Background: an optimization exercise with open tools, aiming at small area, a short achievable clock period and few clock cycles per item. Do not read the settings as production practice.
At most, simulation tests tie the RTL to the original design; equivalence was not proved.
The RTL of run 5 was laid out without a check of its function.
Power is estimated from default activity; no workload was simulated.

## flow/flow/run.sh

```bash
#!/bin/bash
# Standard layout (the standard.sh: standard synthesis, ORFS floorplan to finish), with
# one change: the port buffers are sky130_fd_sc_hd__buf_2 instead of the cell buffer_ports
# picks by default (clkdlybuf4s50_1, a delay cell). Every port still gets its buffer.
set -euo pipefail
bash standard.sh BUFFER_PORTS_ARGS="-buffer_cell sky130_fd_sc_hd__buf_2" finish > standard_flow.log 2>&1
```

## flow/standard.sh

```bash
#!/bin/bash
# synth_recipe.tcl (not shown) runs the flow's synth.tcl, then flattens the netlist and writes it again
# the make line also repeats each setting of config.mk as NAME=value (left out here)
make -C /OpenROAD-flow-scripts/flow DESIGN_CONFIG=/design/flow/config.mk WORK_HOME=/design/flow/orfs CLKGATE_MAP_FILE= SYNTH_SCRIPT=/design/flow/synth_recipe.tcl "${@:-finish}"
```

## flow/config.mk

```make
export PLATFORM = sky130hd
export DESIGN_NAME = echo_median_distance_filter_unit
export DESIGN_NICKNAME = echo_median_distance_filter_unit
export VERILOG_FILES = /design/flow/design.v
export SDC_FILE = /design/flow/constraint.sdc
export NUM_CORES = 4
export LEC_CHECK = 0
export CAP_MARGIN = 20
export CORE_MARGIN = 2
export CORE_UTILIZATION = 40
export PLACE_DENSITY = 0.75
export SETUP_SLACK_MARGIN = 4.2
export SLEW_MARGIN = 20
```

## flow/constraint.sdc

```tcl
create_clock -name core_clock -period 7.0 [get_ports {clk}]
set_input_delay 1.4000 -clock core_clock [delete_from_list [all_inputs] [get_ports {clk}]]
set_output_delay 1.4000 -clock core_clock [all_outputs]
set_load 0.01 [all_outputs]
```

## flow/design.v

```verilog
package emdf_pkg;
  localparam int DUR_W      = 16;
  localparam int SPEED_W    = 12;
  localparam int DIST_W     = 20;
  localparam int COUNT_W    = 3;
  localparam int PROD_W     = DUR_W + SPEED_W;
  localparam int PROD_SHIFT = 8;
  localparam int CFG_IDX_W  = 1;
  localparam logic [SPEED_W-1:0] HALF_SPEED_RESET = 12'd1124;
  localparam logic [DIST_W-1:0]  MIN_DIST_RESET   = 20'd1536;
  localparam logic [DUR_W-1:0]   LIMIT_RESET      = 16'd349;
  localparam logic [CFG_IDX_W-1:0] REG_HALF_SPEED = 1'b0;
  localparam logic [CFG_IDX_W-1:0] REG_MIN_DIST   = 1'b1;
  typedef logic [DIST_W-1:0] dist_t;
  typedef logic [DUR_W-1:0]  dur_t;
endpackage
import emdf_pkg::*;
module emdf_cell (
  input  logic [SPEED_W-1:0] speed,
  input  logic [11:0]        s,
  input  logic [11:0]        c,
  input  logic               cin,
  input  logic [3:0]         m4,
  output logic [11:0]        s_next,
  output logic [11:0]        c_next,
  output logic               cout,
  output logic [3:0]         low
);
  logic [15:0] p0, p1, p2, p3, sv, cv;
  logic [15:0] x1, y1, x2, y2, x3, y3, x4, y4;
  logic [4:0]  lsum;
  assign sv = 16'(s);
  assign cv = 16'(c);
  assign p0 = m4[0] ? 16'(speed)       : 16'd0;
  assign p1 = m4[1] ? 16'(speed) << 1  : 16'd0;
  assign p2 = m4[2] ? 16'(speed) << 2  : 16'd0;
  assign p3 = m4[3] ? 16'(speed) << 3  : 16'd0;
  assign x1 = sv ^ cv ^ p0;
  assign y1 = ((sv & cv) | (sv & p0) | (cv & p0)) << 1;
  assign x2 = p1 ^ p2 ^ p3;
  assign y2 = ((p1 & p2) | (p1 & p3) | (p2 & p3)) << 1;
  assign x3 = x1 ^ y1 ^ x2;
  assign y3 = ((x1 & y1) | (x1 & x2) | (y1 & x2)) << 1;
  assign x4 = x3 ^ y3 ^ y2;
  assign y4 = ((x3 & y3) | (x3 & y2) | (y3 & y2)) << 1;
  assign lsum   = 5'(x4[3:0]) + 5'(y4[3:0]) + 5'(cin);
  assign low    = lsum[3:0];
  assign cout   = lsum[4];
  assign s_next = x4[15:4];
  assign c_next = y4[15:4];
endmodule
import emdf_pkg::*;
module emdf_chain (
  input  logic                clk,
  input  logic                acc,
  input  logic [2:0]          pos,
  input  emdf_pkg::dur_t      x,
  input  logic [2:0]          want,
  output emdf_pkg::dur_t      pick
);
  emdf_pkg::dur_t slot0, slot1, slot2;
  logic [2:0]     above;
  logic           g0, g1, g2;
  logic           lo0, lo1, lo2;
  logic           hi0, hi1, hi2;
  logic           filling;
  logic           w0, w1, w2;
  logic           s0, s1, s2;
  function automatic logic dur_gt(input logic [15:0] a, input logic [15:0] b);
    logic [15:0] g, l;
    logic [7:0]  g2, l2;
    logic [3:0]  g4, l4;
    logic [1:0]  g8, l8;
    g = a & ~b;
    l = ~a & b;
    for (int i = 0; i < 8; i++) begin
      g2[i] = g[2*i+1] | (~l[2*i+1] & g[2*i]);
      l2[i] = l[2*i+1] | (~g[2*i+1] & l[2*i]);
    end
    for (int i = 0; i < 4; i++) begin
      g4[i] = g2[2*i+1] | (~l2[2*i+1] & g2[2*i]);
      l4[i] = l2[2*i+1] | (~g2[2*i+1] & l2[2*i]);
    end
    for (int i = 0; i < 2; i++) begin
      g8[i] = g4[2*i+1] | (~l4[2*i+1] & g4[2*i]);
      l8[i] = l4[2*i+1] | (~g4[2*i+1] & l4[2*i]);
    end
    dur_gt = g8[1] | (~l8[1] & g8[0]);
  endfunction
  assign g0 = dur_gt(x, slot0);
  assign g1 = dur_gt(x, slot1);
  assign g2 = dur_gt(x, slot2);
  assign lo0 = !above[0] && !above[1];
  assign lo1 =  above[0] && !above[2];
  assign lo2 =  above[1] &&  above[2];
  assign hi0 =  above[0] &&  above[1];
  assign hi1 = !above[0] &&  above[2];
  assign hi2 = !above[1] && !above[2];
  assign filling = (pos <= 3'd2);
  assign w0 = filling ? (pos == 3'd0) : (lo0 && g0);
  assign w1 = filling ? (pos == 3'd1) : (lo1 && g1);
  assign w2 = filling ? (pos == 3'd2) : (lo2 && g2);
  always_ff @(posedge clk) begin
    if (acc) begin
      if (w0) slot0 <= x;
      if (w1) slot1 <= x;
      if (w2) slot2 <= x;
      if (w0) begin
        above[0] <= g1;
        above[1] <= g2;
      end
      if (w1) begin
        above[0] <= !g0;
        above[2] <= g2;
      end
      if (w2) begin
        above[1] <= !g0;
        above[2] <= !g1;
      end
    end
  end
  assign s0 = (want[0] && hi0) || (want[1] && !hi0 && !lo0) || (want[2] && lo0);
  assign s1 = (want[0] && hi1) || (want[1] && !hi1 && !lo1) || (want[2] && lo1);
  assign s2 = (want[0] && hi2) || (want[1] && !hi2 && !lo2) || (want[2] && lo2);
  assign pick = ({16{s0}} & slot0) | ({16{s1}} & slot1) | ({16{s2}} & slot2);
endmodule
import emdf_pkg::*;
module echo_median_distance_filter_unit #(
  parameter int WINDOW = 5
) (
  input  logic                 clk,
  input  logic                 rst,
  input  logic                 in_valid,
  output logic                 in_stall,
  input  logic [DUR_W-1:0]     echo_duration_us,
  output logic                 out_valid,
  input  logic                 out_stall,
  output logic [DIST_W-1:0]    distance_q8,
  output logic                 found,
  output logic [COUNT_W-1:0]   kept_count,
  input  logic                 cfg_valid,
  output logic                 cfg_ready,
  input  logic [CFG_IDX_W-1:0] cfg_index,
  input  logic [31:0]          cfg_data
);
  logic [SPEED_W-1:0] speed;
  emdf_pkg::dist_t    min_dist;
  logic               min_zero;
  emdf_pkg::dur_t     limit;
  logic               lim_exact;
  logic [4:0]         div_cnt;
  logic               div_busy;
  logic               div_init;
  logic               div_first;
  logic               div_sat;
  logic [12:0]        div_r2;
  logic [13:0]        div_diff;
  logic [11:0]        div_rem;
  logic               div_q;
  logic               in_acc;
  logic               ir_v;
  emdf_pkg::dur_t     ir_d;
  logic               ins;
  logic [2:0]         pos;
  logic [2:0]         kept;
  logic               keep;
  logic               win_full;
  emdf_pkg::dur_t     median;
  logic               xfer;
  logic               med_v;
  emdf_pkg::dur_t     med;
  logic [2:0]         med_count;
  logic               start;
  logic               idle;
  logic               step;
  logic [2:0]         phase;
  logic [11:0]        acc_s;
  logic [11:0]        acc_c;
  logic               acc_cin;
  logic [7:0]         prod_mid;
  logic [11:0]        s_next;
  logic [11:0]        c_next;
  logic               cout;
  logic [3:0]         low;
  logic [2:0]         res_count;
  logic               ir_v_next;
  logic               win_full_next;
  logic               med_v_next;
  function automatic logic dur_ge_gt(input logic [15:0] a, input logic [15:0] b,
                                     input logic ge);
    logic [15:0] g, l;
    logic [7:0]  g2, l2;
    logic [3:0]  g4, l4;
    logic [1:0]  g8, l8;
    g = a & ~b;
    l = ~a & b;
    for (int i = 0; i < 8; i++) begin
      g2[i] = g[2*i+1] | (~l[2*i+1] & g[2*i]);
      l2[i] = l[2*i+1] | (~g[2*i+1] & l[2*i]);
    end
    for (int i = 0; i < 4; i++) begin
      g4[i] = g2[2*i+1] | (~l2[2*i+1] & g2[2*i]);
      l4[i] = l2[2*i+1] | (~g2[2*i+1] & l2[2*i]);
    end
    for (int i = 0; i < 2; i++) begin
      g8[i] = g4[2*i+1] | (~l4[2*i+1] & g4[2*i]);
      l8[i] = l4[2*i+1] | (~g4[2*i+1] & l4[2*i]);
    end
    dur_ge_gt = (g8[1] | (~l8[1] & g8[0])) | (ge & ~(l8[1] | (~g8[1] & l8[0])));
  endfunction
  assign cfg_ready = 1'b1;
  assign div_busy  = (div_cnt != 5'd0);
  assign in_acc    = in_valid && !in_stall;
  always_ff @(posedge clk) begin
    if (rst) begin
      speed    <= HALF_SPEED_RESET;
      min_dist <= MIN_DIST_RESET;
      min_zero <= 1'b0;
    end else if (cfg_valid) begin
      case (cfg_index)
        REG_HALF_SPEED: speed <= cfg_data[SPEED_W-1:0];
        REG_MIN_DIST: begin
          min_dist <= cfg_data[DIST_W-1:0];
          min_zero <= (cfg_data[DIST_W-1:0] == '0);
        end
        default: ;
      endcase
    end
  end
  assign div_init  = (div_cnt == 5'd18);
  assign div_first = (div_cnt == 5'd17);
  assign div_r2    = {acc_c, limit[15]};
  assign div_diff  = {1'b0, div_r2} - {2'b00, speed};
  assign div_q     = !div_diff[13];
  assign div_rem   = div_q ? div_diff[11:0] : div_r2[11:0];
  always_ff @(posedge clk) begin
    if (rst) begin
      div_cnt <= 5'd0;
    end else if (cfg_valid) begin
      div_cnt <= 5'd18;
    end else if (div_busy) begin
      div_cnt <= div_cnt - 5'd1;
    end
  end
  always_ff @(posedge clk) begin
    if (rst) begin
      limit     <= LIMIT_RESET;
      lim_exact <= 1'b0;
    end else if (div_init) begin
      limit <= {min_dist[8:0], 7'd0};
    end else if (div_busy) begin
      if (div_first) begin
        limit   <= {limit[14:0], 1'b0};
        div_sat <= div_q;
      end else begin
        limit <= {limit[14:0], (div_q || div_sat) && !min_zero};
      end
      lim_exact <= ((div_r2 == {1'b0, speed}) || (div_r2 == 13'd0)) && !div_sat && !min_zero;
    end
  end
  assign ins = ir_v && (!win_full || !med_v);
  always_ff @(posedge clk) begin
    if (rst) begin
      ir_v <= 1'b0;
    end else begin
      ir_v <= ir_v_next;
    end
  end
  always_ff @(posedge clk) begin
    if (in_acc) ir_d <= echo_duration_us;
  end
  assign keep = dur_ge_gt(ir_d, limit, lim_exact);
  assign xfer = win_full && !med_v;
  always_ff @(posedge clk) begin
    if (rst) begin
      pos      <= 3'd0;
      win_full <= 1'b0;
    end else begin
      win_full <= win_full_next;
      if (ins) pos <= (pos == 3'(WINDOW - 1)) ? 3'd0 : pos + 3'd1;
    end
  end
  always_ff @(posedge clk) begin
    if (ins) kept <= ((pos == 3'd0) ? 3'd0 : kept) + 3'(keep);
  end
  emdf_chain u_chain (
    .clk  (clk),
    .acc  (ins),
    .pos  (pos),
    .x    (ir_d),
    .want ({kept == 3'd5, (kept == 3'd3) || (kept == 3'd4), (kept == 3'd1) || (kept == 3'd2)}),
    .pick (median)
  );
  assign ir_v_next     = in_acc || (ir_v && !ins);
  assign win_full_next = (win_full && !xfer) || (ins && (pos == 3'(WINDOW - 1)));
  assign med_v_next    = xfer || (med_v && (phase != 3'd4));
  always_ff @(posedge clk) begin
    if (rst) begin
      in_stall <= 1'b0;
    end else begin
      in_stall <= cfg_valid || (div_cnt > 5'd1) || (ir_v_next && win_full_next && med_v_next);
    end
  end
  always_ff @(posedge clk) begin
    if (rst) begin
      med_v <= 1'b0;
    end else begin
      med_v <= med_v_next;
    end
  end
  always_ff @(posedge clk) begin
    if (xfer) begin
      med       <= median;
      med_count <= kept;
    end else if (step) begin
      med <= med >> 4;
    end
  end
  assign start = med_v && idle && (!out_valid || !out_stall);
  assign step  = start || (phase == 3'd2) || (phase == 3'd3) || (phase == 3'd4);
  emdf_cell u_step (
    .speed  (speed),
    .s      (idle ? 12'd0 : acc_s),
    .c      (idle ? 12'd0 : acc_c),
    .cin    (idle ? 1'b0 : acc_cin),
    .m4     (med[3:0]),
    .s_next (s_next),
    .c_next (c_next),
    .cout   (cout),
    .low    (low)
  );
  always_ff @(posedge clk) begin
    if (rst) begin
      phase <= 3'd0;
      idle  <= 1'b1;
    end else if (start) begin
      phase <= 3'd2;
      idle  <= 1'b0;
    end else if (phase == 3'd5) begin
      phase <= 3'd0;
      idle  <= 1'b1;
    end else if (phase != 3'd0) begin
      phase <= phase + 3'd1;
    end
  end
  always_ff @(posedge clk) begin
    if (step) begin
      acc_s <= s_next;
    end else if (phase == 3'd5) begin
      acc_s <= acc_s + acc_c + 12'(acc_cin);
    end
  end
  always_ff @(posedge clk) begin
    if (div_init) begin
      acc_c <= {1'b0, min_dist[19:9]};
    end else if (div_busy) begin
      acc_c <= div_rem;
    end else begin
      acc_c <= c_next;
    end
    acc_cin <= cout;
  end
  always_ff @(posedge clk) begin
    if (phase == 3'd3 || phase == 3'd4) prod_mid <= {low, prod_mid[7:4]};
  end
  always_ff @(posedge clk) begin
    if (start) begin
      res_count <= med_count;
      found     <= (med_count != 3'd0);
    end
  end
  always_ff @(posedge clk) begin
    if (rst) begin
      out_valid <= 1'b0;
    end else if (phase == 3'd5) begin
      out_valid <= 1'b1;
    end else if (!out_stall) begin
      out_valid <= 1'b0;
    end
  end
  assign distance_q8 = {acc_s, prod_mid};
  assign kept_count  = res_count;
endmodule
```

==> results of run 1 <==
## flip-flops by register name, summed over array words and instances (netlist names), 12 cells and up
register	cells
limit	16
u_chain.slot0	16
u_chain.slot2	16
med	16
u_chain.slot1	16
speed	12
acc_s	12
min_dist	20
acc_c	12
ir_d	16
## per-stage QoR
step,cell area (um2),util
floorplan,11360,-
global placement,11980,0.4300
detailed placement,11980,0.4300
CTS,12700,0.4560
global route,12900,0.4631
finish,12900,0.4631
## routing by layer
layer	GRT usage	part of all wire	wire, um	vias to the layer above
met5	0	0	0	-
met4	0.07453	0.030	823	0
met3	0.03182	0.065	1755	53
met2	0.3059	0.47	12740	329
met1	0.2467	0.43	11680	4271
li1	-	-	-	4259
## path summary, 6_finish.rpt
kind	from	endpoint	cells after the start
worst max-delay path	med[1]$_DFFE_PP_	prod_mid[7]$_DFFE_PP_	7
worst min-delay path	med_count[2]$_DFFE_PP_	res_count[2]$_DFFE_PP_	0
worst max register to register	med[1]$_DFFE_PP_	prod_mid[7]$_DFFE_PP_	7
worst min register to register	med_count[2]$_DFFE_PP_	res_count[2]$_DFFE_PP_	0
## cell usage in the layout (no fill, tap or decap), types with 6 or more instances in the layout
cell type,count
sky130_fd_sc_hd__xor2_1,11
sky130_fd_sc_hd__a21o_1,9
sky130_fd_sc_hd__buf_2,67
sky130_fd_sc_hd__nor2b_1,12
sky130_fd_sc_hd__and3_1,6
sky130_fd_sc_hd__dfxtp_1,77
sky130_fd_sc_hd__nor3_1,13
sky130_fd_sc_hd__nand2_1,191
sky130_fd_sc_hd__inv_2,10
sky130_fd_sc_hd__nand2b_1,36
sky130_fd_sc_hd__maj3_1,14
sky130_fd_sc_hd__and2_1,16
sky130_fd_sc_hd__o21ai_0,26
sky130_fd_sc_hd__mux2i_1,8
sky130_fd_sc_hd__xnor2_1,12
sky130_fd_sc_hd__fa_1,44
sky130_fd_sc_hd__a222oi_1,20
sky130_fd_sc_hd__o21ai_1,28
sky130_fd_sc_hd__nor2_1,66
sky130_fd_sc_hd__maj3_2,8
sky130_fd_sc_hd__inv_1,94
sky130_fd_sc_hd__a311oi_1,9
sky130_fd_sc_hd__edfxtp_1,114
sky130_fd_sc_hd__a211o_1,6
sky130_fd_sc_hd__clkbuf_16,17
sky130_fd_sc_hd__nand3_1,14
sky130_fd_sc_hd__a21oi_1,99
sky130_fd_sc_hd__o22ai_1,16
sky130_fd_sc_hd__nor4_1,12
sky130_fd_sc_hd__a31oi_1,7
sky130_fd_sc_hd__buf_4,18
sky130_fd_sc_hd__ha_1,43
## kinds of logic (layout without fill, tap and decap cells)
group / count (synthesis) / in the layout / synth area share
multiplexers: 8 / 8 / 0.007067
flip-flops: 194 / 194 / 0.4434
buffers and inverters: 156 / 229 / 0.05355
AND/OR/NAND/NOR: 410 / 410 / 0.1685
AO/OA/AOI/OAI: 275 / 275 / 0.1576
other: 1 / 1 / 0.0003309
adder cells (fa/ha/maj): 113 / 113 / 0.1518
XOR/XNOR: 23 / 23 / 0.01778
## layout make-up
| class | count | area, um2 |
|---|---|---|
| multi-input cells | 830 | 5817 |
| fillers | 2556 | 14960 |
| clock buffers | 17 | 425.4 |
| clock inverters | 15 | 193.9 |
| inverters | 105 | 394.1 |
| flip-flops and latches | 194 | 5031 |
| well taps | 378 | 473.0 |
| repair buffers | 92 | 566.8 |
## power by group through the flow
stage | clock network (mW) | logic (mW) | registers (mW)
floorplan | 0 | 0.778 | 1.41
global placement | 0 | 0.931 | 1.46
detailed placement | 0 | 0.961 | 1.47
CTS | 1.04 | 0.973 | 1.44
global route | 1.09 | 1.13 | 1.46
finish | 1.03 | 1.01 | 1.44
## repair_timing
item | in CTS | in global routing
hold endpoints to repair | 0 | 0
gates cloned | 0 | 1
setup endpoints to repair | 71 | 49
gates resized for setup | 11 | 24
pin swaps | 4 | 27
setup buffers | 9 | 11
## critical path, cell delays in order, from the launching register on
cell	delay [ns]
sky130_fd_sc_hd__edfxtp_1	0.48
sky130_fd_sc_hd__nand2_1	0.13
sky130_fd_sc_hd__fa_1	0.45
sky130_fd_sc_hd__fa_1	0.56
sky130_fd_sc_hd__inv_1	0.06
sky130_fd_sc_hd__fa_2	0.56
sky130_fd_sc_hd__ha_4	0.21
sky130_fd_sc_hd__xnor2_1	0.13
==> notes.md, run 1 <==
- The run finished with no timing, DRC or antenna violations.
- In the synthesized netlist, the number of instances is 1180.
- The period utilization is 0.4048.
- The share of the synthesized area in the top cell type is 0.3021.
- The die is between 150 and 200 um tall.
- The number of antenna violations at the first check in global routing is 0.
- The number of maximum-capacitance constraint violations is 0.
- Of the total power, registers draw 0.415.
- The setup path with the least slack is of type reg2reg.
- The path class of the tightest hold or removal check is reg2reg.
- The endpoint type of the worst setup path is a flip-flop.
- The flop-to-flop setup slack is between 4 and 5 ns.
- The total power density per cell area is between 200 and 300 nW/um2.
- For this run, the leading register cell type out of synthesis is sky130_fd_sc_hd__edfxtp_1.
- The number of antenna diodes in the final layout is 0.
- The clock network fraction of design power is 0.296.
- The antenna violation net count after detailed routing is 0.
- In this run, post-CTS hold repair placed 0 buffers.
- Entering global routing, the biggest net connects 69 pins.
- For this run, the total global-route usage over all layers was measured as 0.1868.
- 81 I/O pins were placed.
- Along the worst path, the maximum fanout reaches 3.
- The final global-route overflow total is 0.
- The initial DRC count is 873.
- The combinational power share is 0.289.
- The H-tree was split into 4 levels.
- The actual transition at the worst max-transition pin is about 0.99 ns.
- After synthesis, the mean cell area works out to roughly 9.6 um2.
- The buffer depth of the longest clock path is 2.
- Clock tree synthesis selected as its root buffer the cell sky130_fd_sc_hd__clkbuf_16.
- The minimum hold slack is between 0.4 and 0.5 ns.
- Timing analysis after detailed placement gives a worst setup slack of approximately 3.7 ns.
- Setup repair after global routing could not meet its margin everywhere.
- The count of cell types in the netlist is 78.
- The die covers around 30000 um2.
- The area growth from synthesis to layout is 13.85%.
- The clock slew seen by the registers of the worst setup and hold paths is about 0.07 ns.
- During synthesis, Yosys emitted a total of 2 warnings.
- The highest achievable clock rate is about 350 MHz.
- The number of endpoints failing setup at the final stage is 0.
- The TritonCTS buffer count is 17.
- The detailed router placed 8912 vias in this run.
- The placer's final routability congestion estimate is approximately 0.95.
- In the final layout, the share of cells above drive strength 1 is 0.1453.
- The total number of placement rows is 61.
- The remaining max-slew budget at the tightest pin is 0.3403.
- The number of synthesized flops with an enable pin is approximately 110.
- The dominant cell by count in the synthesized netlist is sky130_fd_sc_hd__nand2_1.
- The post-synthesis sequential area ratio is 0.4434.
- The nature of the critical path startpoint is a flip-flop.
- The width of the chip is around 170 um.
- The hold violation total from the final report came to 0.
- At the later pin of the worst-skew pair, clock insertion delay measures ~0.43 ns.
- The number of port buffers is 67.
- The final-stage net count is ~1400.
- The total DRC errors in the routed layout is 0.
- The cell area that synthesis handed to floorplanning was approximately 11000 um2.
- The worst voltage drop across the vdd grid is 0.1765 mV.
- Dividing the detail-routed via count by the number of cells gives between 5 and 6.
- Setup slack closes at around 4.2 ns.
- The number of placed instances, taps included is about 1600.
- For this run, asynchronously set or reset flops after synthesis account for 0.
- The final layout contains routed wiring with a total length of 26990 um.
- Sorting the synthesized cells by area gives the leading types as sky130_fd_sc_hd__edfxtp_1 (30%), sky130_fd_sc_hd__dfxtp_1 (14%), sky130_fd_sc_hd__fa_1 (8.3%).
- The detailed-router iteration count before antenna repair is 8.
- The max-slew violation count is 0.
- Excluding fillers, the count of instances in the completed layout stands at between 1500 and 2000.
- Sorting the synthesized cells by how often they occur yields sky130_fd_sc_hd__nand2_1 (198), sky130_fd_sc_hd__edfxtp_1 (114), sky130_fd_sc_hd__a21oi_1 (101).
- Counting flops and latches in the post-synthesis netlist gives about 190.
- The total nets after synthesis is between 1000 and 1500.
- The number of global-route vias before repair is between 8000 and 9000.
- The proportion of total power due to net switching is 0.3385.
- The internal portion of the total power is 2.304 mW.
- On the final layout, the worst clock skew is 0.01394 ns.
- The worst path required time is 7.18 ns.
- The initial cell density of the core is 0.4068.
- The global-route wire length before repair is roughly 44000 um.
- The minimum clock period after layout is 2.834 ns.
- The leakage power is slightly above 5 nW.
- The switching power summed over all nets is around 1.2 mW.
- At the worst endpoint, the arrival time is approximately 3.0 ns.
- Summed over all instances, the cell type with the most area after synthesis is sky130_fd_sc_hd__edfxtp_1.
- The HPWL after detailed placement is between 15000 and 20000 um.
- The CTS tree is built.
- The placeable core region is 27860 um2.
- Clock tree synthesis found a total of just under 200 sinks.
- The total negative setup slack is 0 ns.
- The final total power is 3.483 mW.
- The routed length per instance is roughly 17 um.
Testbench counts, summed over its fixed seeds: cycles 8,208, items 1,600.
==> run 2: changes to the inputs <==
--- a/flow/config.mk
+++ b/flow/config.mk
@@ -9,4 +9,3 @@
 export CORE_MARGIN = 2
-export CORE_UTILIZATION = 40
-export PLACE_DENSITY = 0.75
+export CORE_UTILIZATION = 60
 export SETUP_SLACK_MARGIN = 4.2
==> run 2 against run 1 <==
Register-to-register slack improved by 0.08 ns. Routed wire length decreased by 3.1%. Critical path depth increased by 3. Die area shrank 33%. Sequential cell count unchanged. Global-route usage up 8.0 points.
==> notes.md, run 2 <==
- Traced cell by cell, the critical path runs through inv_1, ha_1, a21o_1, a211o_1, or3_1, o21ai_4, inv_2, o2111a_1, a211oi_1, a21oi_1.
- The post-synthesis sequential area ratio came to 0.4434 (unchanged).
- TritonCTS built the clock tree.
- The buffer depth of the longest clock path was 2 (unchanged).
- The period utilization is 0.3934 (-0.01144).
- The switching power summed over all nets came to 1.179 mW (about the same).
- The async set-reset flop share out of synthesis came to 0 (unchanged).
- The library cell with the largest summed area after synthesis is sky130_fd_sc_hd__edfxtp_1.
- Setup repair after global routing could not meet its margin everywhere.
- The hold violation total from the final report is 0 (unchanged).
- The origin of the worst setup path is speed[10]$_SDFFE_PP1P_.
- The fraction of final layout cells with drive strength greater than 1 is 0.1390 (-0.006274).
- The pin count of the biggest net entering global routing was 69 (unchanged).
- The minimum clock period after layout is 2.754 ns (-0.08010 ns).
- The final total power is 3.414 mW (-2.0%).
- The total power density per cell area was 269.5 nW/um2 (-0.16%).
- The combinational power share came to 0.296 (+0.007).
- The flip-flop and latch count after synthesis was 194 (unchanged).
- The worst path required time is 7.32 ns (+0.14 ns).
- The filler-free cell count of the finished design is 1486 (-8.9%).
- The number of placed instances, taps included was 1434 (-9.1%).
- The global-route wire length before repair is 41990 um (-3.7%).
- The root buffer cell chosen for the clock tree is sky130_fd_sc_hd__clkbuf_16.
- The path class of the tightest hold or removal check is reg2reg.
- The placeable core region is 18640 um2 (-33%).
- Ranked by total cell area, the synthesized netlist is headed by sky130_fd_sc_hd__edfxtp_1 (30%), sky130_fd_sc_hd__dfxtp_1 (14%), sky130_fd_sc_hd__fa_1 (8.3%).
- The count of clock tree sinks is 194 (unchanged).
- The total number of placement rows is 50 (-18%).
- The routed length per instance came to 17.60 um (+6.3%).
- The flop-to-flop setup slack is 4.25 ns (+0.08 ns).
- The proportion of total power due to net switching is 0.3453 (+0.006876).
- The number of synthesis warnings was 2 (unchanged).
- The total via count after detailed routing is 8765 (-1.6%).
- The antenna violation net count after detailed routing was 0 (unchanged).
- The placer's final routability congestion estimate came to 0.9523 (+0.49%).
- The initial cell density of the core is 0.6079 (+0.2011).
- The final-stage net count is 1384 (-0.072%).
- The per-instance average area after synthesis was 9.603 um2 (unchanged).
- The setup slack after placement came to 3.534 ns (-0.1695 ns).
- The worst register-to-register path begins at speed[10]$_SDFFE_PP1P_.
- The remaining max-slew budget at the tightest pin was 0.2875 (-0.05277).
- The number of hold buffers added after cts is 0 (unchanged).
- The number of inserted diodes was 0 (unchanged).
- The count of cell types in the netlist is 78 (unchanged).
- The part of the power in registers is 0.424 (+0.009).
- The count of H-tree levels built during CTS is 4 (unchanged).
- The die outline height was 141.4 um (-18%).
- The width of the chip is 141.4 um (-18%).
- The largest fanout of any net on the critical path is 13 (+10).
- The highest achievable clock rate was 363.2 MHz (+2.9%).
- The area of the mapped netlist is 11330 um2 (unchanged).
- The number of synthesized flops with an enable pin is 114 (unchanged).
- The final setup slack of the worst path came to 4.246 ns (+0.08010 ns).
- The HPWL after detailed placement came to 18960 um (-3.5%).
- The leakage power is 5.062 nW (-0.89%).
- The total negative setup slack came to 0 ns (unchanged).
- The clock network fraction of design power was 0.280 (-0.016).
- The flip-flop count of the largest register after layout is 20 (unchanged).
- The post-synthesis cell count came to 1180 (unchanged).
- The clock slew seen by the registers of the worst setup and hold paths is 0.08 ns (about the same).
- The number of global-route vias before repair is 8332 (-3.6%).
- The number of endpoints failing setup at the final stage came to 0 (unchanged).
- Ranked by instance count, the synthesized netlist is headed by sky130_fd_sc_hd__nand2_1 (198), sky130_fd_sc_hd__edfxtp_1 (114), sky130_fd_sc_hd__a21oi_1 (101).
- The count of fill cells added during filler insertion came to 1487 (-42%).
- The setup path with the least slack is of type reg2reg.
- The TritonCTS buffer count is 17 (unchanged).
- The total DRC errors in the routed layout is 0 (unchanged).
- The max-slew violation count is 0 (unchanged).
- Counting flops per register, the top entry is min_dist.
- The source-to-sink clock delay at the later pin of the worst-skew pair is 0.44 ns (about the same).
- In this run the most critical hold path is launched from med_count[1]$_DFFE_PP_.
- The nature of the critical path startpoint is a flip-flop.
- The number of antenna violations at the first check in global routing is 0 (unchanged).
- The dominant cell by count in the synthesized netlist is sky130_fd_sc_hd__nand2_1.
- The worst voltage drop across the vdd grid is 0.1760 mV (-0.28%).
- The cell area after layout is 12670 um2 (-1.8%).
- In the layout the commonest cells are sky130_fd_sc_hd__nand2_1 (195), sky130_fd_sc_hd__edfxtp_1 (114), sky130_fd_sc_hd__a21oi_1 (99).
- The delay of the slowest critical-path stage is 0.42 ns (-0.14 ns).
- The number of top-level design ports is 81 (unchanged).
- The signed area change from the synthesized netlist to the final layout is 11.78%.
- The final wirelength was 26150 um (-3.1%).
- The flow ran to the end and the layout has no timing, DRC or antenna violations.
- The area enclosed by the die boundary is 20000 um2 (-33%).
- The setup clock skew after layout is 0.01440 ns (+0.0004665 ns).
- The number of maximum-capacitance constraint violations was 0 (unchanged).
- The total nets after synthesis was 1325 (unchanged).
- The detailed-router iteration count before antenna repair is 5 (-3).
- The share of the synthesized area in the top cell type came to 0.3021 (unchanged).
- The most used flip-flop cell after synthesis is sky130_fd_sc_hd__edfxtp_1.
- The final global-route overflow total is 0 (unchanged).
- The cell type of the slowest stage on the worst timing path is sky130_fd_sc_hd__dfxtp_1.
- The internal power of the cells is 2.235 mW (-3.0%).
- The number of port buffers came to 67 (unchanged).
- The ratio of routed vias to standard cells is 5.898 (+7.9%).
- The all-layer global routing usage is 0.2672 (+0.08039).
- The actual transition at the worst max-transition pin was 1.054 ns (+0.06706 ns).
- The arrival time at the worst endpoint is 3.07 ns (+0.05 ns).
- STA classifies the critical path endpoint as a flip-flop.
- The total placed instance area is 11800 um2 (-1.5%).
- The initial DRC count is 604 (-31%).
- Leaving out fill and tap cells, the most frequent cell in the layout is sky130_fd_sc_hd__nand2_1.
-- run 2: cell types whose count changed in the layout (fill, tap and decap cells not counted), moves of 3 or more --
cell / delta
sky130_fd_sc_hd__nand2_2: -3
sky130_fd_sc_hd__fa_2: -3
sky130_fd_sc_hd__nand2_1: +4
sky130_fd_sc_hd__clkinv_4: -3
sky130_fd_sc_hd__buf_6: -4
sky130_fd_sc_hd__fa_1: +3
sky130_fd_sc_hd__clkinvlp_4: +3
sky130_fd_sc_hd__dfxtp_1: -3
sky130_fd_sc_hd__clkinv_8: +3
-- run 2: path summary, 6_finish.rpt --
path | endpoint | depth (start not counted)
max | acc_c[8]$_DFF_P_ | 10
min | res_count[1]$_DFFE_PP_ | 0
max reg2reg | acc_c[8]$_DFF_P_ | 10
min reg2reg | res_count[1]$_DFFE_PP_ | 0
-- run 2: cell type report --
class	count	area [um2]	area share
clock inverter	15	165.2	0.01304
inverter	105	394.1	0.03111
tap	234	292.8	0.02311
timing repair buffer	91	556.8	0.04396
clock buffer	17	425.4	0.03358
multi-input combinational	830	5793	0.4573
sequential	194	5040	0.3979
-- run 2: logic make-up after synthesis --
group,synth area share
AND/OR/NAND/NOR,0.1685
AO/OA/AOI/OAI,0.1576
multiplexers,0.007067
XOR/XNOR,0.01778
other,0.0003309
buffers and inverters,0.05355
adder cells (fa/ha/maj),0.1518
flip-flops,0.4434
-- run 2: critical path, delay by kind of cell, from the launching register on --
family | cells | cell delay, ns
buffers and inverters | 2 | 0.24
adder cells (fa/ha/maj) | 1 | 0.37
flip-flops | 1 | 0.42
AO/OA/AOI/OAI | 6 | 1.21
AND/OR/NAND/NOR | 1 | 0.38
-- run 2: stage by stage --
step / util / hold slack (ns)
after global placement: 0.6330 / 0.4258
after floorplan: - / 0.4174
after CTS: 0.6707 / 0.4528
after global routing: 0.6795 / 0.4579
final: 0.6795 / 0.4491
after detailed placement: 0.6330 / 0.4338
-- run 2: metal layers --
layer,global-route usage,part of all wire,vias up
met2,0.4297,0.46,239
met4,0.07737,0.015,0
met1,0.3811,0.48,4224
li1,-,-,4268
met5,0,0,-
met3,0.03814,0.049,34
-- run 2: timing repair --
action / 4_1_cts / 5_1_grt
endpoints found under the setup margin: 72 / 82
pin swaps: 2 / 8
resized for setup: 12 / 13
buffers inserted: 8 / 12
-- run 2: power by group through the flow --
stage	Sequential, mW	Clock (mW)	Combinational, mW
2_1_floorplan	1.41	0	0.778
4_1_cts	1.44	0.968	0.984
5_1_grt	1.46	1.01	1.13
3_3_place_gp	1.47	0	0.936
6_report	1.45	0.957	1.01
3_5_place_dp	1.47	0	0.952
==> run 3: changes to the inputs <==
--- a/flow/config.mk
+++ b/flow/config.mk
@@ -9,3 +9,5 @@
 export CORE_MARGIN = 2
-export CORE_UTILIZATION = 60
+export CORE_UTILIZATION = 40
+export CTS_CLUSTER_DIAMETER = 80
+export CTS_CLUSTER_SIZE = 40
 export SETUP_SLACK_MARGIN = 4.2
==> run 3 against run 2 <==
Still clean. Non-clock buffer count increased by 2. Clock skew shrank 0.0022 ns. Power up 2.7%. Clock-buffer cell count is the same. Hold slack got worse by 0.0049 ns. Sequential share of layout area fell by 0.72 points. Global-route usage shrank 8.1 points. Critical path depth down 3. Sequential power about the same. Via count is 0.87% lower. Critical endpoint is now prod_mid[7]$_DFFE_PP_. Highest routed layer unchanged.
==> notes.md, run 3 <==
- The run finished with no timing, DRC or antenna violations.
- The signed area change from the synthesized netlist to the final layout is 13.95%.
- By count the netlist is led by sky130_fd_sc_hd__nand2_1 (198), sky130_fd_sc_hd__edfxtp_1 (114), sky130_fd_sc_hd__a21oi_1 (101).
- The async set-reset flop share out of synthesis is 0 (unchanged).
- STA classifies the critical path startpoint as a flip-flop.
- The final global-route overflow total was 0 (unchanged).
- The number of global-route vias before repair is 8198 (-1.6%).
- The placeable core region is 27860 um2 (+49%).
- The worst path required time is 7.20 ns (-0.12 ns).
- The actual transition at the worst max-transition pin is 0.9372 ns (-0.1167 ns).
- The total via count after detailed routing is 8689 (-0.87%).
- The antenna violation net count after detailed routing was 0 (unchanged).
- The flip-flop and latch count after synthesis is 194 (unchanged).
- The TritonCTS buffer count is 17 (unchanged).
- Setup repair after global routing could not meet its margin everywhere.
- The flop-to-flop setup slack came to 4.25 ns (about the same).
- The flip-flop count of the largest register after layout is 20 (unchanged).
- The worst reg2reg path depth is 7 (-3).
- The detailed-router iteration count before antenna repair is 8 (+3).
- The worst voltage drop across the vdd grid is 0.1607 mV (-8.7%).
- The minimum clock period after layout was 2.747 ns (-0.006940 ns).
- The routed length per instance came to 16.41 um (-6.8%).
- The critical path is of the reg2reg type.
- The class of the worst hold path is reg2reg.
- TritonCTS built the clock tree.
- The number of antenna violations at the first check in global routing is 0 (unchanged).
- The hold violation total from the final report was 0 (unchanged).
- The global-route wire length before repair came to 42810 um (+2.0%).
- For this run, the leading register cell type out of synthesis is sky130_fd_sc_hd__edfxtp_1.
- The placer's final routability congestion estimate is 0.8708 (-8.6%).
- The number of placed instances, taps included is 1580 (+10%).
- The final wirelength is 26770 um (+2.4%).
- The total DRC errors in the routed layout is 0 (unchanged).
- The arrival time at the worst endpoint is 2.95 ns (-0.12 ns).
- The fraction of final layout cells with drive strength greater than 1 came to 0.1380 (-0.001019).
- The number of port buffers came to 67 (unchanged).
- The total nets after synthesis is 1325 (unchanged).
- The initial cell density of the core is 0.4068 (-0.2011).
- The count of H-tree levels built during CTS is 4 (unchanged).
- The final-stage net count is 1386 (+0.14%).
- The area enclosed by the die boundary is 29690 um2 (+48%).
- The number of top-level design ports is 81 (unchanged).
- The final standard cell utilization of the core is 0.4635 (-0.2160).
- By area the synthesized netlist is led by sky130_fd_sc_hd__edfxtp_1 (30%), sky130_fd_sc_hd__dfxtp_1 (14%), sky130_fd_sc_hd__fa_1 (8.3%).
- The count of cell types in the netlist is 78 (unchanged).
- The buffer depth of the longest clock path is 2 (unchanged).
- The all-layer global routing usage was 0.1861 (-0.08108).
- The most common library cell in the layout ignoring fill and taps is sky130_fd_sc_hd__nand2_1.
- The pin count of the biggest net entering global routing is 69 (unchanged).
- The number of hold buffers added after cts is 0 (unchanged).
- The total number of placement rows is 61 (+22%).
- The count of fill cells added during filler insertion is 2646 (+78%).
- The filler-free cell count of the finished design is 1632 (+9.8%).
- The leakage power was 5.108 nW (+0.91%).
- The highest achievable clock rate is 364.1 MHz (+0.25%).
- The register with the most flip-flops is min_dist.
- The post-synthesis sequential area ratio is 0.4434 (unchanged).
- The largest fanout of any net on the critical path was 4 (-9).
- The area of the mapped netlist came to 11330 um2 (unchanged).
- The total negative setup slack is 0 ns (unchanged).
- The width of the chip came to 172.3 um (+22%).
- In this run the clock root is driven by a sky130_fd_sc_hd__clkbuf_16.
- The die outline height came to 172.3 um (+22%).
- The setup clock skew after layout is 0.01219 ns (-0.002209 ns).
- The count of clock tree sinks is 194 (unchanged).
- The clock slew seen by the registers of the worst setup and hold paths is 0.08 ns (about the same).
- The remaining max-slew budget at the tightest pin is 0.3735 (+0.08595).
- The HPWL after detailed placement is 19640 um (+3.6%).
- The share of the synthesized area in the top cell type is 0.3021 (unchanged).
- The number of synthesized flops with an enable pin is 114 (unchanged).
- The total power density per cell area came to 271.4 nW/um2 (+0.70%).
- Among all cell types in the netlist, the one instantiated most often is sky130_fd_sc_hd__nand2_1.
- The number of synthesis warnings is 2 (unchanged).
- The post-synthesis cell count is 1180 (unchanged).
- The endpoint type of the worst setup path is a flip-flop.
- The number of endpoints failing setup at the final stage is 0 (unchanged).
- The per-instance average area after synthesis is 9.603 um2 (unchanged).
- The cell depth of the worst min-delay path is 0 (unchanged).
- The source-to-sink clock delay at the later pin of the worst-skew pair was 0.45 ns (about the same).
- The max-slew violation count came to 0 (unchanged).
- The ratio of routed vias to standard cells came to 5.324 (-9.7%).
- The number of inserted diodes was 0 (unchanged).
- Summed over all instances, the cell type with the most area after synthesis is sky130_fd_sc_hd__edfxtp_1.
- The period utilization came to 0.3924 (-0.0009914).
- The number of maximum-capacitance constraint violations was 0 (unchanged).
- The initial DRC count is 803 (+33%).
- Leaving out fill and tap cells, the most frequent cells in the layout are sky130_fd_sc_hd__nand2_1 (196), sky130_fd_sc_hd__edfxtp_1 (114), sky130_fd_sc_hd__a21oi_1 (99).
==> run 3: what timing repair did <==
item | in CTS | in global routing
setup buffers | 9 | 11
resized for setup | 11 | 16
pin swaps | 3 | 3
setup endpoints to repair | 61 | 63
==> run 3: worst max-delay path: stages (launching register included) <==
cell	delay [ns]
sky130_fd_sc_hd__edfxtp_1	0.43
sky130_fd_sc_hd__nand2_1	0.10
sky130_fd_sc_hd__fa_1	0.52
sky130_fd_sc_hd__fa_1	0.50
sky130_fd_sc_hd__inv_1	0.05
sky130_fd_sc_hd__fa_1	0.44
sky130_fd_sc_hd__ha_1	0.32
sky130_fd_sc_hd__xnor2_1	0.14
==> run 3: cell families (layout without fill, tap and decap cells) <==
family	Yosys count	count (layout)	synth area share
other	1	1	0.0003309
muxes	8	8	0.007067
AOI/OAI and AO/OA	275	275	0.1576
buffers and inverters	156	230	0.05355
xor gates and xnor gates	23	23	0.01778
and+or+nand+nor	410	410	0.1685
DFF	194	194	0.4434
adders and majority gates	113	113	0.1518
==> run 3: through the flow <==
step	cell area, um2	hold slack [ns]	setup slack, ns	power, mW
detailed placement	12000	0.4286	3.757	2.432
global route	12910	0.4675	4.101	3.700
global placement	12000	0.4296	3.767	2.413
finish	12910	0.4442	4.253	3.505
floorplan	11360	0.4174	4.206	2.189
CTS	12780	0.4465	4.205	3.502
==> run 3: worst paths after layout <==
check,endpoint,start
worst max-delay path,prod_mid[7]$_DFFE_PP_,med[0]$_DFFE_PP_
worst min-delay path,prod_mid[0]$_DFFE_PP_,prod_mid[4]$_DFFE_PP_
worst max register to register,prod_mid[7]$_DFFE_PP_,med[0]$_DFFE_PP_
worst min register to register,prod_mid[0]$_DFFE_PP_,prod_mid[4]$_DFFE_PP_
==> run 3: layer usage <==
| layer | GRT usage | up-vias | wire length (um) |
|---|---|---|---|
| li1 | - | 4270 | - |
| met1 | 0.2574 | 4152 | 12680 |
| met2 | 0.3040 | 226 | 12470 |
| met3 | 0.02770 | 41 | 1111 |
| met4 | 0.05371 | 0 | 518 |
| met5 | 0 | - | 0 |
==> run 3: final cells by class <==
type                            instances  area, um2  area share
Clock buffer                           17      425.4     0.03295
Clock inverter                         15      229.0     0.01773
Inverter                              105      396.6     0.03072
Multi-Input combinational cell        830       5768      0.4467
Sequential cell                       194       5045      0.3907
Tap cell                              378      473.0     0.03663
Timing Repair Buffer                   93      575.6     0.04457
==> run 3: where the power goes <==
part	leakage (nW)	switching [mW]	total [mW]	internal, mW
clock network	0.315	0.503	1.06	0.557
registers	1.70	0.127	1.45	1.32
logic	3.09	0.564	0.999	0.435
total	5.11	1.19	3.50	2.31
==> run 4: changes to the inputs <==
==> flow/flow/run.sh (replaced) <==
#!/bin/bash
# Standard layout (the standard.sh: standard synthesis, ORFS floorplan to finish), with
# two changes: the port buffers are sky130_fd_sc_hd__buf_2 instead of the cell buffer_ports
# picks by default (clkdlybuf4s50_1, a delay cell), and timing repair may resize a cell to
# any cell of the same function (MATCH_CELL_FOOTPRINT=0). Every port still gets its buffer.
set -euo pipefail
bash standard.sh BUFFER_PORTS_ARGS="-buffer_cell sky130_fd_sc_hd__buf_2" MATCH_CELL_FOOTPRINT=0 finish > standard_flow.log 2>&1
--- a/flow/config.mk
+++ b/flow/config.mk
@@ -10,4 +10,2 @@
 export CORE_UTILIZATION = 40
-export CTS_CLUSTER_DIAMETER = 80
-export CTS_CLUSTER_SIZE = 40
 export SETUP_SLACK_MARGIN = 4.2
==> run 4 against run 3 <==
Clock-buffer cell count grew 1. Worst setup slack better by 0.029 ns. Combinational power is essentially flat. Die area unchanged. Sequential cell count unchanged. Utilization is essentially flat. Non-clock buffer count stayed put. Design area about the same. Highest routed layer unchanged.
==> notes.md, run 4 <==
- The worst register-to-register path begins at med[0]$_DFFE_PP_.
- The post-synthesis cell count was 1180 (unchanged).
- The arrival time at the worst endpoint is 2.91 ns (-0.04 ns).
- The all-layer global routing usage is 0.1859 (-0.0002424).
- The filler-free cell count of the finished design was 1632 (unchanged).
- The area occupied by multi-input gates is 5834 um2 (+1.1%).
- The final standard cell utilization of the core is 0.4638 (about the same).
- The total negative setup slack was 0 ns (unchanged).
- The register with the most flip-flops is min_dist.
- The number of top-level design ports was 81 (unchanged).
- The area enclosed by the die boundary came to 29690 um2 (unchanged).
- The die outline height is 172.3 um (unchanged).
- The placeable core region is 27860 um2 (unchanged).
- The source-to-sink clock delay at the later pin of the worst-skew pair is 0.44 ns (about the same).
- The combined flip-flop and latch cell area is 5047 um2 (about the same).
- The number of buffers and inverters on the critical path is 1 (unchanged).
- The post-synthesis sequential area ratio is 0.4434 (unchanged).
- The flop-to-flop setup slack was 4.28 ns (+0.03 ns).
- The total power density per cell area is 266.1 nW/um2 (-2.0%).
- The total nets after synthesis is 1325 (unchanged).
- The initial cell density of the core came to 0.4068 (unchanged).
- The per-instance average area after synthesis is 9.603 um2 (unchanged).
- The delay of the slowest critical-path stage is 0.52 ns (about the same).
- The final wirelength is 26960 um (+0.70%).
- The leakage power is 5.097 nW (-0.23%).
- The area of the mapped netlist came to 11330 um2 (unchanged).
- The number of synthesized flops with an enable pin is 114 (unchanged).
- The hold violation total from the final report was 0 (unchanged).
- The count of cell types in the netlist is 78 (unchanged).
- The total DRC errors in the routed layout is 0 (unchanged).
- The antenna violation net count after detailed routing is 0 (unchanged).
- The flow ran to the end and the layout has no timing, DRC or antenna violations.
- The number of maximum-capacitance constraint violations is 0 (unchanged).
- The flip-flop count of the largest register after layout is 20 (unchanged).
- After synthesis, the cell types taking the most area are sky130_fd_sc_hd__edfxtp_1 (30%), sky130_fd_sc_hd__dfxtp_1 (14%), sky130_fd_sc_hd__fa_1 (8.3%).
- The critical path's top delay family is adder cells.
- The placer's final routability congestion estimate is 0.8707 (about the same).
- Setup repair after global routing could not meet its margin everywhere.
- The number of endpoints failing setup at the final stage came to 0 (unchanged).
- The async set-reset flop share out of synthesis was 0 (unchanged).
- The final-stage net count is 1386 (unchanged).
- The detailed-router iteration count before antenna repair was 9 (+1).
- The routed length per instance is 16.52 um (+0.70%).
- The minimum clock period after layout is 2.718 ns (-0.02853 ns).
- STA classifies the critical path endpoint as a flip-flop.
- The worst setup path is launched from a flip-flop.
- The actual transition at the worst max-transition pin is 0.9565 ns (+0.01929 ns).
- The logic depth of the worst path, buffers included is 7 (unchanged).
- The signed area change from the synthesized netlist to the final layout is 14.02% (about the same).
- The worst voltage drop across the vdd grid came to 0.1341 mV (-17%).
- The most common library cell in the layout ignoring fill and taps is sky130_fd_sc_hd__nand2_1.
- The largest fanout of any net on the critical path is 4 (unchanged).
- In the layout the commonest cells are sky130_fd_sc_hd__nand2_1 (196), sky130_fd_sc_hd__edfxtp_1 (114), sky130_fd_sc_hd__a21oi_1 (99).
- The most frequent cell on the critical path is sky130_fd_sc_hd__fa_1.
- The worst path required time is 7.19 ns (about the same).
- The total via count after detailed routing is 8679 (-0.12%).
- The pin count of the biggest net entering global routing was 69 (unchanged).
- The category of the most critical setup path is reg2reg.
- The global-route wire length before repair came to 42820 um (about the same).
- The cell area after layout is 12920 um2 (about the same).
- The HPWL after detailed placement was 19800 um (+0.80%).
- The setup clock skew after layout is 0.01340 ns (+0.001210 ns).
- The TritonCTS buffer count is 17 (unchanged).
- The number of synthesis warnings is 2 (unchanged).
- The origin of the worst setup path is med[0]$_DFFE_PP_.
- The number of global-route vias before repair is 8211 (+0.16%).
- The total number of placement rows was 61 (unchanged).
- The clock slew seen by the registers of the worst setup and hold paths is 0.08 ns (about the same).
- The ratio of routed vias to standard cells is 5.318 (-0.12%).
- The width of the chip was 172.3 um (unchanged).
- The initial DRC count is 727 (-9.5%).
- The dominant cell by count in the synthesized netlist is sky130_fd_sc_hd__nand2_1.
- The number of placed instances, taps included was 1578 (-0.13%).
- The flip-flop and latch count after synthesis came to 194 (unchanged).
- The number of port buffers is 67 (unchanged).
- The clock root buffer is sky130_fd_sc_hd__clkbuf_16.
- The minimum hold slack is 0.4490 ns (+0.004807 ns).
- Walking the worst path, the cells encountered are nand2_1, fa_1, fa_1, inv_1, fa_1, ha_4, xnor2_1.
- Among all stages on the critical path, the largest delay is contributed by sky130_fd_sc_hd__fa_1.
- The class of the worst hold path is reg2reg.
- The worst reg2reg path depth came to 7 (unchanged).
- The highest achievable clock rate came to 367.9 MHz (+1.0%).
- In the synthesized netlist the dominant register cell turns out to be sky130_fd_sc_hd__edfxtp_1.
- The count of fill cells added during filler insertion came to 2668 (+0.83%).
- The count of H-tree levels built during CTS is 4 (unchanged).
- Ranked by instance count, the synthesized netlist is headed by sky130_fd_sc_hd__nand2_1 (198), sky130_fd_sc_hd__edfxtp_1 (114), sky130_fd_sc_hd__a21oi_1 (101).
- The final global-route overflow total was 0 (unchanged).
- The share of the synthesized area in the top cell type is 0.3021 (unchanged).
- Of all cell types, the one taking the most synthesized area is sky130_fd_sc_hd__edfxtp_1.
- The number of antenna violations at the first check in global routing was 0 (unchanged).
- The total placed instance area is 11980 um2 (-0.13%).
- The number of hold buffers added after cts is 0 (unchanged).
- The last element of the critical path is prod_mid[7]$_DFFE_PP_.
- The buffer depth of the longest clock path came to 2 (unchanged).
- The fraction of final layout cells with drive strength greater than 1 is 0.1467 (+0.008772).
- The CTS tree is built.
- The count of clock tree sinks is 194 (unchanged).
- The endpoint of the worst register-to-register path is prod_mid[7]$_DFFE_PP_.
- The number of inserted diodes is 0 (unchanged).
- The max-slew violation count came to 0 (unchanged).
- The period utilization is 0.3883 (-0.004076).
- The remaining max-slew budget at the tightest pin was 0.3606 (-0.01289).
[run 4: worst min-delay path by stage]
stage,slack (ns),cells past startpoint,startpoint,to
after floorplan,0.42,0,med_count[2]$_DFFE_PP_,res_count[2]$_DFFE_PP_
after global placement,0.43,0,prod_mid[4]$_DFFE_PP_,prod_mid[0]$_DFFE_PP_
after detailed placement,0.43,0,prod_mid[7]$_DFFE_PP_,prod_mid[3]$_DFFE_PP_
after CTS,0.45,0,prod_mid[7]$_DFFE_PP_,prod_mid[3]$_DFFE_PP_
after global routing,0.46,0,med_count[0]$_DFFE_PP_,res_count[0]$_DFFE_PP_
final,0.45,0,prod_mid[4]$_DFFE_PP_,prod_mid[0]$_DFFE_PP_
[run 4: cell families (layout without fill, tap and decap cells)]
kind of cell | after synthesis | in the layout | synth area share
AO/OA/AOI/OAI | 275 | 275 | 0.1576
XOR/XNOR | 23 | 23 | 0.01778
adder cells (fa/ha/maj) | 113 | 113 | 0.1518
buffers and inverters | 156 | 230 | 0.05355
flip-flops | 194 | 194 | 0.4434
multiplexers | 8 | 8 | 0.007067
other | 1 | 1 | 0.0003309
AND/OR/NAND/NOR | 410 | 410 | 0.1685
[run 4: metal layers]
metal / wire, um / global-route usage / vias up
li1: - / - / 4268
met1: 12730 / 0.2528 / 4172
met2: 12630 / 0.3026 / 201
met3: 1042 / 0.03021 / 38
met4: 554 / 0.06175 / 0
met5: 0 / 0 / -
[run 4: cell type report]
type,instances,area share
Timing Repair Buffer,93,0.04503
Tap cell,378,0.03660
Clock buffer,18,0.03321
Inverter,105,0.03050
Sequential cell,194,0.3906
Multi-Input combinational cell,830,0.4515
Clock inverter,14,0.01249
[run 4: per-stage QoR]
| step | power, mW | setup slack (ns) |
|---|---|---|
| after floorplan | 2.189 | 4.206 |
| after global placement | 2.410 | 3.765 |
| after detailed placement | 2.429 | 3.742 |
| after CTS | 3.422 | 4.207 |
| after global routing | 3.641 | 4.128 |
| final | 3.438 | 4.282 |
[run 4: power breakdown]
group          internal, mW  leakage [nW]  switching, mW  total (mW)
logic                 0.442          3.11          0.563        1.00
registers              1.32          1.70          0.129        1.45
clock network         0.510         0.289          0.475       0.985
[run 4: what timing repair did]
action / in CTS / in global routing
gates resized for setup: 11 / 26
pin swaps: 2 / 12
setup buffers: 7 / 14
setup endpoints to repair: 72 / 54
==> run 5: changes to the inputs <==
--- a/flow/design.v
+++ b/flow/design.v
@@ -188,2 +188,7 @@
   logic               med_v_next;
+  logic [2:0]         pos_next;
+  logic               phase4_next;
+  logic               xfer_next;
+  logic               win_full_2;
+  logic               med_v_2;
   function automatic logic dur_ge_gt(input logic [15:0] a, input logic [15:0] b,
@@ -260,3 +265,3 @@
   end
-  assign ins = ir_v && (!win_full || !med_v);
+  assign ins = ir_v;
   always_ff @(posedge clk) begin
@@ -269,3 +274,3 @@
   always_ff @(posedge clk) begin
-    if (in_acc) ir_d <= echo_duration_us;
+    ir_d <= echo_duration_us;
   end
@@ -279,3 +284,3 @@
       win_full <= win_full_next;
-      if (ins) pos <= (pos == 3'(WINDOW - 1)) ? 3'd0 : pos + 3'd1;
+      pos      <= pos_next;
     end
@@ -293,5 +298,10 @@
   );
-  assign ir_v_next     = in_acc || (ir_v && !ins);
+  assign ir_v_next     = in_acc;
   assign win_full_next = (win_full && !xfer) || (ins && (pos == 3'(WINDOW - 1)));
   assign med_v_next    = xfer || (med_v && (phase != 3'd4));
+  assign pos_next      = ins ? ((pos == 3'(WINDOW - 1)) ? 3'd0 : pos + 3'd1) : pos;
+  assign phase4_next   = (phase == 3'd3);
+  assign xfer_next     = win_full_next && !med_v_next;
+  assign win_full_2    = (win_full_next && !xfer_next) || (ir_v_next && (pos_next == 3'(WINDOW - 1)));
+  assign med_v_2       = xfer_next || (med_v_next && !phase4_next);
   always_ff @(posedge clk) begin
@@ -300,3 +310,3 @@
     end else begin
-      in_stall <= cfg_valid || (div_cnt > 5'd1) || (ir_v_next && win_full_next && med_v_next);
+      in_stall <= cfg_valid || (div_cnt > 5'd1) || (win_full_2 && med_v_2);
     end
==> flow/flow/run.sh (replaced) <==
#!/bin/bash
# Standard layout (the standard.sh: standard synthesis, ORFS floorplan to finish), with
# one change: the port buffers are sky130_fd_sc_hd__buf_2 instead of the cell buffer_ports
# picks by default (clkdlybuf4s50_1, a delay cell). Every port still gets its buffer.
set -euo pipefail
bash standard.sh BUFFER_PORTS_ARGS="-buffer_cell sky130_fd_sc_hd__buf_2" finish > standard_flow.log 2>&1
==> run 5 against run 4 <==
Still clean. Global-route usage is 0.69 points higher. Clock power is 9% higher. Clock-buffer cell count is 1 lower. First-iteration DRC count is 1.4% higher. Clock skew is 0.0012 ns lower. Routed wire length is 1.3% higher. Register-to-register slack worse by 0.24 ns.
==> notes.md, run 5 <==
- The run finished with no timing, DRC or antenna violations.
- The number of synthesized flops with an enable pin is 98 (-14%).
- The async set-reset flop share out of synthesis is 0 (unchanged).
- The buffer depth of the longest clock path is 2 (unchanged).
- The final wirelength was 27300 um (+1.3%).
- The pin count of the biggest net entering global routing is 69 (unchanged).
- The placeable core region is 27030 um2 (-3.0%).
- The number of hold buffers added after cts is 0 (unchanged).
- The register with the most flip-flops is min_dist.
- The initial DRC count is 737 (+1.4%).
- The class of the worst hold path is reg2reg.
- The final-stage net count came to 1381 (-0.36%).
- The placer's final routability congestion estimate was 0.9032 (+3.7%).
- The final global-route overflow total is 0 (unchanged).
- The endpoint type of the worst setup path is a flip-flop.
- The setup slack after placement is 3.462 ns (-0.2802 ns).
- The total nets after synthesis is 1296 (-2.2%).
- The global-route wire length before repair is 43440 um (+1.4%).
- The number of top-level design ports is 81 (unchanged).
- The antenna violation net count after detailed routing is 0 (unchanged).
- The number of maximum-capacitance constraint violations is 0 (unchanged).
- The hold violation total from the final report came to 0 (unchanged).
- The area enclosed by the die boundary came to 29000 um2 (-2.3%).
- The total DRC errors in the routed layout came to 0 (unchanged).
- The TritonCTS buffer count is 17 (unchanged).
- The minimum clock period after layout was 2.962 ns (+0.2435 ns).
- The total negative setup slack is 0 ns (unchanged).
- The library cell with the largest summed area after synthesis is sky130_fd_sc_hd__edfxtp_1.
- The count of cell types in the netlist was 67 (-14%).
- The all-layer global routing usage is 0.1928 (+0.006896).
- The total power density per cell area is 266.0 nW/um2 (about the same).
- The fraction of final layout cells with drive strength greater than 1 was 0.1873 (+0.04062).
- The signal on the critical path passes through inv_2, maj3_2, maj3_2, maj3_2, maj3_2, o221a_1, o21ai_2, maj3_2, maj3_2, ha_4, ha_4, xnor2_2.
- By instance count, the leading cell after synthesis is sky130_fd_sc_hd__nand2_1.
- The routed length per instance was 17.17 um (+3.9%).
- From synthesis to final layout, the design area changed by 18.28%.
- The die outline height is 170.3 um (-1.2%).
- By area the synthesized netlist is led by sky130_fd_sc_hd__edfxtp_1 (27%), sky130_fd_sc_hd__dfxtp_1 (17%), sky130_fd_sc_hd__fa_1 (8.5%).
- Among the stages of the critical path, the cell type that occurs most often is sky130_fd_sc_hd__maj3_2.
- The number of antenna violations at the first check in global routing is 0 (unchanged).
- The number of port buffers is 67 (unchanged).
- The post-synthesis cell count is 1151 (-2.5%).
- The worst voltage drop across the vdd grid came to 0.1283 mV (-4.3%).
- The initial cell density of the core is 0.4092 (+0.002431).
- Sorting the synthesized cells by how often they occur yields sky130_fd_sc_hd__nand2_1 (177), sky130_fd_sc_hd__inv_1 (100), sky130_fd_sc_hd__edfxtp_1 (98).
- The number of inserted diodes is 0 (unchanged).
- The worst setup path is launched from a flip-flop.
- The total via count after detailed routing is 8531 (-1.7%).
- In the layout the commonest cells are sky130_fd_sc_hd__nand2_1 (173), sky130_fd_sc_hd__edfxtp_1 (98), sky130_fd_sc_hd__inv_1 (94).
- Setup repair after global routing could not meet its margin everywhere.
- The category of the most critical setup path is reg2reg.
- The root buffer cell chosen for the clock tree is sky130_fd_sc_hd__clkbuf_16.
- The count of clock tree sinks is 194 (unchanged).
- The setup clock skew after layout came to 0.01225 ns (-0.001151 ns).
- The final standard cell utilization of the core is 0.4840 (+0.02021).
- The ratio of routed vias to standard cells is 5.365 (+0.89%).
- The count of H-tree levels built during CTS came to 4 (unchanged).
- The most common library cell in the layout ignoring fill and taps is sky130_fd_sc_hd__nand2_1.
- The source-to-sink clock delay at the later pin of the worst-skew pair was 0.46 ns (+0.02 ns).
- The period utilization is 0.4231 (+0.03478).
- The worst path required time is 7.20 ns (about the same).
- The detailed-router iteration count before antenna repair came to 5 (-4).
- The HPWL after detailed placement came to 19570 um (-1.2%).
- The post-synthesis sequential area ratio was 0.4399 (-0.003545).
- The leakage power is 5.168 nW (+1.4%).
- The width of the chip is 170.3 um (-1.2%).
- The actual transition at the worst max-transition pin is 1.083 ns (+0.1261 ns).
- The remaining max-slew budget at the tightest pin is 0.2756 (-0.08497).
- The area of the mapped netlist is 11060 um2 (-2.4%).
- The per-instance average area after synthesis is 9.608 um2 (about the same).
- The delay of the slowest critical-path stage is 0.36 ns (-0.16 ns).
- The CTS tree is built.
- The clock slew seen by the registers of the worst setup and hold paths came to 0.08 ns (about the same).
- The share of the synthesized area in the top cell type is 0.2661 (-0.03599).
- The total number of placement rows came to 60 (-1.6%).
- The flip-flop and latch count after synthesis was 194 (unchanged).
- The flip-flop count of the largest register after layout was 20 (unchanged).
- The number of global-route vias before repair was 8320 (+1.3%).
- The final setup slack of the worst path was 4.038 ns (-0.2435 ns).
- The most used flip-flop cell after synthesis is sky130_fd_sc_hd__edfxtp_1.
- The highest achievable clock rate came to 337.7 MHz (-8.2%).
- The largest individual stage delay along the critical path comes from the cell sky130_fd_sc_hd__dfxtp_2.
- The largest fanout of any net on the critical path is 2 (-2).
- The arrival time at the worst endpoint came to 3.16 ns (+0.25 ns).
- The number of endpoints failing setup at the final stage came to 0 (unchanged).
- The max-slew violation count is 0 (unchanged).
- The number of synthesis warnings was 2 (unchanged).
- The minimum hold slack is 0.4509 ns (+0.001893 ns).
-- run 5: cell count changes after synthesis, moves of 7 or more --
cell                       previous run  this run
sky130_fd_sc_hd__nor2_1              68        75
sky130_fd_sc_hd__edfxtp_1           114        98
sky130_fd_sc_hd__o22ai_1             16         7
sky130_fd_sc_hd__o21ai_1             27         1
sky130_fd_sc_hd__dfxtp_1             80        96
sky130_fd_sc_hd__o21ai_0             27        53
sky130_fd_sc_hd__maj3_1              15        30
sky130_fd_sc_hd__a21oi_1            101        76
sky130_fd_sc_hd__nand2b_1            39        51
sky130_fd_sc_hd__nand2_1            198       177
sky130_fd_sc_hd__nor2b_1             14        24
-- run 5: path summary, 6_finish.rpt --
check / from / to / slack [ns] / cells past startpoint
min: prod_mid[5]$_DFFE_PP_ / prod_mid[1]$_DFFE_PP_ / 0.45 / 0
max: lim_exact$_SDFFE_PP0P_ / kept[2]$_DFFE_PP_ / 4.04 / 12
max reg2reg: lim_exact$_SDFFE_PP0P_ / kept[2]$_DFFE_PP_ / 4.04 / 12
min reg2reg: prod_mid[5]$_DFFE_PP_ / prod_mid[1]$_DFFE_PP_ / 0.45 / 0
-- run 5: final cells by class --
cell class                      count  area (um2)
Tap cell                          341       426.7
Timing Repair Buffer              114       800.8
Inverter                          103       389.1
Clock buffer                       17       425.4
Multi-Input combinational cell    806        5914
Fill cell                        2562       13940
Sequential cell                   194        4893
Clock inverter                     15       231.5
-- run 5: metal layers --
| layer | up-vias | global-route usage | part of all wire |
|---|---|---|---|
| met1 | 4123 | 0.2668 | 0.47 |
| met5 | - | 0 | 0 |
| met3 | 32 | 0.03279 | 0.046 |
| met2 | 202 | 0.3114 | 0.46 |
| met4 | 0 | 0.05500 | 0.017 |
| li1 | 4174 | - | - |
-- run 5: where the power goes --
| part | internal [mW] | switching (mW) | total, mW |
|---|---|---|---|
| clock | 0.558 | 0.516 | 1.07 |
| sequential | 1.30 | 0.128 | 1.43 |
| combinational | 0.451 | 0.525 | 0.976 |
-- run 5: cells by family after synthesis --
family          Yosys count  share of synthesized area
compound gates          244                     0.1438
buf+inv                 151                    0.05159
simple gates            399                     0.1670
mux                      10                   0.009277
xor+xnor                 24                    0.01901
other cells               1                  0.0003391
fa+ha+maj               128                     0.1691
flops                   194                     0.4399
-- run 5: stage by stage --
step	area, um2	cells	power [mW]
6_report	13080	1590	3.479
5_1_grt	13080	1590	3.674
4_1_cts	12830	1575	3.445
3_5_place_dp	11730	1515	2.329
3_3_place_gp	11730	1515	2.311
2_1_floorplan	11140	1151	2.101
-- run 5: worst max-delay path, delay by kind of cell (launching register included) --
| family | cells | cell delay [ns] |
|---|---|---|
| buf+inv | 1 | 0.04 |
| xor+xnor | 1 | 0.05 |
| compound gates | 2 | 0.34 |
| flops | 1 | 0.36 |
| fa+ha+maj | 8 | 1.92 |
-- run 5: timing repair --
action / CTS / global route
gates cloned: 1 / 0
endpoints found under the setup margin: 106 / 95
pin swaps: 16 / 41
setup buffers: 27 / 15
resized for setup: 46 / 40

==> separate check: timing with driven ports <==
How much do the figures lean on ideal ports? The routed layouts below were timed once more, with nothing changed but the port constraints. Step 1 assumes that a clkbuf_16 drives the clock port and a buf_2 every other input. Step 2, shift: input delay + t, output delay - t, t = (earliest + latest rising clock arrival at the registers) / 2. This alone moves slack from input paths to output paths. Slacks: ideal / step 1 / step 2; pairs: ideal / step 1.
| run | t (ns) | setup slack, ns | cell pins on the clock port's net |
|---|---|---|---|
| run 1 | 0.474 | 4.166 / 4.166 / 3.903 | 1 |
| run 2 | 0.475 | 4.246 / 4.246 / 3.961 | 1 |
| run 3 | 0.485 | 4.253 / 4.253 / 3.939 | 1 |
| run 4 | 0.478 | 4.282 / 4.282 / 3.926 | 1 |
| run 5 | 0.497 | 4.038 / 4.038 / 3.841 | 1 |
After both steps every run listed still meets setup and hold. The setup slack of run 4, which loses most, moves by 0.000 ns with the drivers and by -0.356 ns with both steps.
